From an optimization exercise on the open Yosys and OpenROAD flow, aimed at small area; shortcuts taken in it are not production practice.
In this exercise RTL edits were held to simulation tests only and were not proved equivalent to the original.
Power and IR drop assume default switching activity.

run A:
Design write_back_regfile, start of the top module:
module write_back_regfile #(
   parameter int NREG  = 15,
   parameter int CNT_W = 20
) (
   input  logic        clk_i,
   input  logic        rst_n_i,
   input  logic        valid_i,
   input  logic [3:0]  icode_i,
   input  logic [2:0]  stat_i,
   input  logic        dmem_error_i,
   input  logic [63:0] valE_i,
   input  logic [63:0] valM_i,
   input  logic [3:0]  dstE_i,
   input  logic [3:0]  dstM_i,
   input  logic [3:0]  srcA_i,
   input  logic [3:0]  srcB_i,
   output logic [63:0] valA_o,
   output logic [63:0] valB_o,
   output logic [2:0]  stat_o,
   output logic        halted_o,
   output logic [63:0] retired_o
);
Size in the first run: about 4600 cells after synthesis, about 41000 sq um of cells after synthesis.
export LEC_CHECK = 0
export CAP_MARGIN = 20
export CORE_MARGIN = 2
export CORE_UTILIZATION = 55
export SLEW_MARGIN = 20
create_clock -name core_clock -period 8.0 [get_ports {clk_i}]
standard.sh (not shown) runs the stock make flow with config.mk's settings and CLKGATE_MAP_FILE= SYNTH_SCRIPT=/design/flow/synth_recipe.tcl, a recipe that flattens the netlist after the stock synthesis.
==> flow/flow/run.sh <==
#!/bin/bash
# Own layout flow: the standard ORFS flow with
#  - ABC mapping the combinational logic for area (flow/area.abc), then
#    a peephole rewrite of the register-file write and read-port cells into
#    smaller equivalents (flow/peephole.py),
#  - buf_1 port buffers,
#  - one buf_6 per high-fanout select net, placed with the design
#    (flow/prebuf_gp.tcl, flow/prebuf_unlock.tcl),
#  - a clock tree of larger sink clusters without dummy loads.
set -euo pipefail
W=$PWD
F=$W/flow
mkdir -p $W/own
# ORFS synth.tcl with only the abc call changed to use area.abc.
sed 's|^  log_cmd abc {\*}\$abc_args$|  log_cmd abc -script $::env(OWN_ABC_SCRIPT) {*}[lrange $abc_args 2 end]|' \
  $FLOW_HOME/scripts/synth.tcl > $W/own/synth.tcl
grep -q 'OWN_ABC_SCRIPT' $W/own/synth.tcl
export OWN_SYNTH_TCL=$W/own/synth.tcl
export OWN_ABC_SCRIPT=$F/area.abc
export OWN_PEEPHOLE=$F/peephole.py
sed "s|SYNTH_SCRIPT=[^ ]*|SYNTH_SCRIPT=$F/synth_wrap.tcl|" standard.sh > $W/own/standard.sh
grep -q "SYNTH_SCRIPT=$F/synth_wrap.tcl" $W/own/standard.sh
export PRE_GLOBAL_PLACE_TCL=$F/prebuf_gp.tcl
export PRE_RESIZE_TCL=$F/prebuf_unlock.tcl
export BUFFER_PORTS_ARGS="-buffer_cell sky130_fd_sc_hd__buf_1"
export CTS_ARGS="-sink_clustering_enable -repair_clock_nets -dont_use_dummy_load -sink_clustering_size 25 -sink_clustering_max_diameter 100 -buf_list {sky130_fd_sc_hd__clkbuf_8 sky130_fd_sc_hd__clkbuf_16}"
bash $W/own/standard.sh > $W/make_finish.log 2>&1
==> flow/flow/prebuf_gp.tcl <==
# Before global placement: give each high-fanout signal net (the register
# file's select lines) one buf_6, and keep it and its net out of the
# timing-driven placer's buffer removal and repair, so that the select lines
# are not rebuilt as large buffer trees. prebuf_unlock.tcl releases them
# before the resizer's own repair.
set prebuf_block [ord::get_db_block]
set prebuf_dbu [$prebuf_block getDbUnitsPerMicron]
set prebuf_nets {}
foreach net [$prebuf_block getNets] {
  if {[$net getSigType] != "SIGNAL"} continue
  if {[llength [$net getBTerms]] > 0} continue
  set loads {}
  set drivers 0
  foreach it [$net getITerms] {
    if {[$it isOutputSignal]} { incr drivers } else { lappend loads $it }
  }
  if {$drivers != 1 || [llength $loads] < 20} continue
  set is_clk 0
  foreach it $loads {
    if {[[$it getMTerm] getSigType] == "CLOCK"} { set is_clk 1; break }
  }
  if {$is_clk} continue
  lappend prebuf_nets $net
}
set prebuf_insts {}
foreach net $prebuf_nets {
  set sx 0.0; set sy 0.0; set n 0
  foreach it [$net getITerms] {
    if {[$it isOutputSignal]} continue
    set loc [[$it getInst] getLocation]
    set sx [expr {$sx + [lindex $loc 0]}]; set sy [expr {$sy + [lindex $loc 1]}]; incr n
  }
  set x [expr {$sx / $n / $prebuf_dbu}]
  set y [expr {$sy / $n / $prebuf_dbu}]
  lappend prebuf_insts [insert_buffer -buffer_cell sky130_fd_sc_hd__buf_6 \
    -net [$net getName] -location [list $x $y] -buffer_name prebuf]
}
foreach sta_inst $prebuf_insts {
  set inst [[ord::get_db_block] findInst [get_full_name $sta_inst]]
  set_dont_touch [get_cells [$inst getName]]
  foreach it [$inst getITerms] {
    set n [$it getNet]
    if {$n != "NULL" && [$n getSigType] == "SIGNAL"} { set_dont_touch [get_nets [$n getName]] }
  }
}
puts "prebuf: buffered [llength $prebuf_insts] high-fanout nets"
==> flow/flow/prebuf_unlock.tcl <==
# Release the buffers and nets that prebuf_gp.tcl kept from the placer's
# repair, so that repair_design may resize or extend them.
set prebuf_n 0
foreach inst [[ord::get_db_block] getInsts] {
  if {![string match prebuf* [$inst getName]]} continue
  if {![string match sky130_fd_sc_hd__buf_* [[$inst getMaster] getName]]} continue
  unset_dont_touch [get_cells [$inst getName]]
  foreach it [$inst getITerms] {
    set n [$it getNet]
    if {$n != "NULL" && [$n getSigType] == "SIGNAL"} { unset_dont_touch [get_nets [$n getName]] }
  }
  incr prebuf_n
}
puts "prebuf: released $prebuf_n buffers"
Other scripts of this flow, unchanged in this note and not shown: flow/flow/area.abc, flow/flow/peephole.py, flow/flow/synth_wrap.tcl
The following lists how run B was set up differently from run A:
diff --git a/flow/flow/run.sh b/flow/flow/run.sh
--- a/flow/flow/run.sh
+++ b/flow/flow/run.sh
@@ -3,4 +3,3 @@
 #  - ABC mapping the combinational logic for area (flow/area.abc), then
-#    a peephole rewrite of the register-file write and read-port cells into
-#    smaller equivalents (flow/peephole.py),
+#    a peephole rewrite of the register-file write cells (flow/peephole.py),
 #  - buf_1 port buffers,
@@ -25,3 +24,3 @@
 export BUFFER_PORTS_ARGS="-buffer_cell sky130_fd_sc_hd__buf_1"
-export CTS_ARGS="-sink_clustering_enable -repair_clock_nets -dont_use_dummy_load -sink_clustering_size 25 -sink_clustering_max_diameter 100 -buf_list {sky130_fd_sc_hd__clkbuf_8 sky130_fd_sc_hd__clkbuf_16}"
+export CTS_ARGS="-sink_clustering_enable -repair_clock_nets -dont_use_dummy_load -sink_clustering_size 25 -sink_clustering_max_diameter 70 -buf_list {sky130_fd_sc_hd__clkbuf_8 sky130_fd_sc_hd__clkbuf_16}"
 bash $W/own/standard.sh > $W/make_finish.log 2>&1
Notes after the runs:
- The final cell count was comparable across run B and run A.
- [compare] base=run A new=run B: met3 capacity usage during global routing increased 0.51 points; fraction of standard cell area in multi-input logic shrank by 0.17 points.
- On run B: final cycle utilization of the critical path is 0.24 points higher than what run A gave.
- Fmax: run B lower than run A
- Having completed the whole flow, run B delivered a layout that passed the timing, design-rule and antenna checks.
- Run B: cell area is 180 sq um higher than what run A reported.
- | average wire length per cell after detail routing | run A vs run B | ≈ equal |
- As far as total wirelength of the detailed-routed design is concerned, run A and run B perform about the same.
- Run B vs run A: highest ir drop seen on vdd down in run B
- Run B gives more detailed-router iteration count before antenna repair than run A did.
- There was hardly any difference in final-layout worst hold slack between run A and run B.
Modified inputs, run C compared to run B
- swapping 55 for 65 in CORE_UTILIZATION
diff --git a/flow/flow/run.sh b/flow/flow/run.sh
--- a/flow/flow/run.sh
+++ b/flow/flow/run.sh
@@ -3,3 +3,4 @@
 #  - ABC mapping the combinational logic for area (flow/area.abc), then
-#    a peephole rewrite of the register-file write cells (flow/peephole.py),
+#    a peephole rewrite of the register-file write and read-port cells into
+#    smaller equivalents (flow/peephole.py),
 #  - buf_1 port buffers,
@@ -24,3 +25,3 @@
 export BUFFER_PORTS_ARGS="-buffer_cell sky130_fd_sc_hd__buf_1"
-export CTS_ARGS="-sink_clustering_enable -repair_clock_nets -dont_use_dummy_load -sink_clustering_size 25 -sink_clustering_max_diameter 70 -buf_list {sky130_fd_sc_hd__clkbuf_8 sky130_fd_sc_hd__clkbuf_16}"
+export CTS_ARGS="-sink_clustering_enable -repair_clock_nets -dont_use_dummy_load -sink_clustering_size 25 -sink_clustering_max_diameter 100 -buf_list {sky130_fd_sc_hd__clkbuf_8 sky130_fd_sc_hd__clkbuf_16}"
 bash $W/own/standard.sh > $W/make_finish.log 2>&1
## What came out
Per the final summary, run C finished and its layout is clean on timing, DRC and antenna.
Core box area (run C / run B): 0.847
[compare] base=run B new=run C: sequential share of layout area rose 0.34 points; final cell count without fillers fell 129.
### run C -> run D
- CORE_UTILIZATION: 65 -> 55
diff --git a/flow/flow/run.sh b/flow/flow/run.sh
--- a/flow/flow/run.sh
+++ b/flow/flow/run.sh
@@ -6,3 +6,3 @@
 #  - buf_1 port buffers,
-#  - one buf_6 per high-fanout select net, placed with the design
+#  - one buf_6 (or an inv_6 driver) per high-fanout select net, placed with the design
 #    (flow/prebuf_gp.tcl, flow/prebuf_unlock.tcl),
diff --git a/flow/flow/prebuf_gp.tcl b/flow/flow/prebuf_gp.tcl
--- a/flow/flow/prebuf_gp.tcl
+++ b/flow/flow/prebuf_gp.tcl
@@ -1,3 +1,4 @@
 # Before global placement: give each high-fanout signal net (the register
-# file's select lines) one buf_6, and keep it and its net out of the
+# file's select lines) one buf_6, or make its driver an inv_6 if that is a
+# small inverter, and keep these cells and nets out of the
 # timing-driven placer's buffer removal and repair, so that the select lines
@@ -25,3 +26,16 @@
 set prebuf_insts {}
+set prebuf_invs 0
 foreach net $prebuf_nets {
+  # a net driven by a small inverter alone: make that inverter an inv_6
+  # instead of adding a buffer after it
+  set drv ""
+  foreach it [$net getITerms] { if {[$it isOutputSignal]} { set drv [$it getInst] } }
+  set dm [[$drv getMaster] getName]
+  if {[lsearch -exact {sky130_fd_sc_hd__inv_1 sky130_fd_sc_hd__inv_2 sky130_fd_sc_hd__clkinv_1 sky130_fd_sc_hd__clkinv_2} $dm] >= 0} {
+    replace_cell [get_cells [$drv getName]] sky130_fd_sc_hd__inv_6
+    set_dont_touch [get_cells [$drv getName]]
+    set_dont_touch [get_nets [$net getName]]
+    incr prebuf_invs
+    continue
+  }
   set sx 0.0; set sy 0.0; set n 0
@@ -45,2 +59,2 @@
 }
-puts "prebuf: buffered [llength $prebuf_insts] high-fanout nets"
+puts "prebuf: buffered [llength $prebuf_insts] high-fanout nets, upsized $prebuf_invs inverters"
==> flow/flow/prebuf_unlock.tcl <==
# Release the cells and nets that prebuf_gp.tcl kept from the placer's
# repair, so that repair_design may resize or extend them.
set prebuf_n 0
foreach inst [[ord::get_db_block] getInsts] {
  if {[$inst isDoNotTouch]} { unset_dont_touch [get_cells [$inst getName]]; incr prebuf_n }
}
foreach net [[ord::get_db_block] getNets] {
  if {[$net isDoNotTouch]} { unset_dont_touch [get_nets [$net getName]] }
}
puts "prebuf: released $prebuf_n cells"
### Flow results
Delta (run D minus run C): maximum vdd ir drop -0.012 mV; internal portion of total power ~0 delta.
Re setup slack: run D is 0.058 ns up on run C.
Run C → run D: final area flat, average instance area after synthesis stayed essentially flat, worst hold slack lower, wire length went up, routed length on met2 higher.
Re fraction of the cycle the final worst path needs: run C was higher than run D.
Cmp run D and run C / total chip power / lower: run C

## separate check: timing with driven ports
The results above use ideal ports. As a check the final layouts listed here were re-extracted and re-timed, cells and wires unchanged.
Step 1, drivers: a clkbuf_16 drives clk_i and a buf_2 each remaining input, both assumed.
Step 2, shift: input delay + t, output delay - t, t = (earliest + latest rising clock arrival at the registers) / 2. This alone moves slack from input paths to output paths.
a / b / c = ideal ports / drivers / drivers and shift; a / b = the first two.
run	t (ns)	slack for setup (ns)	hold WS [ns]	clock arrival spread, ns
run A	0.738	2.325 / 2.270 / 2.270	0.453 / 0.453 / 0.453	0.044 / 0.044
run B	0.734	2.306 / 2.257 / 2.257	0.454 / 0.454 / 0.454	0.061 / 0.060
run C	0.717	2.398 / 2.344 / 2.344	0.459 / 0.459 / 0.459	0.040 / 0.040
run D	0.718	2.456 / 2.408 / 2.408	0.454 / 0.454 / 0.454	0.037 / 0.037
After both steps every run listed still meets setup and hold. For run A, which loses most, drivers alone change the setup slack by -0.055 ns; drivers and shift together by -0.055 ns.
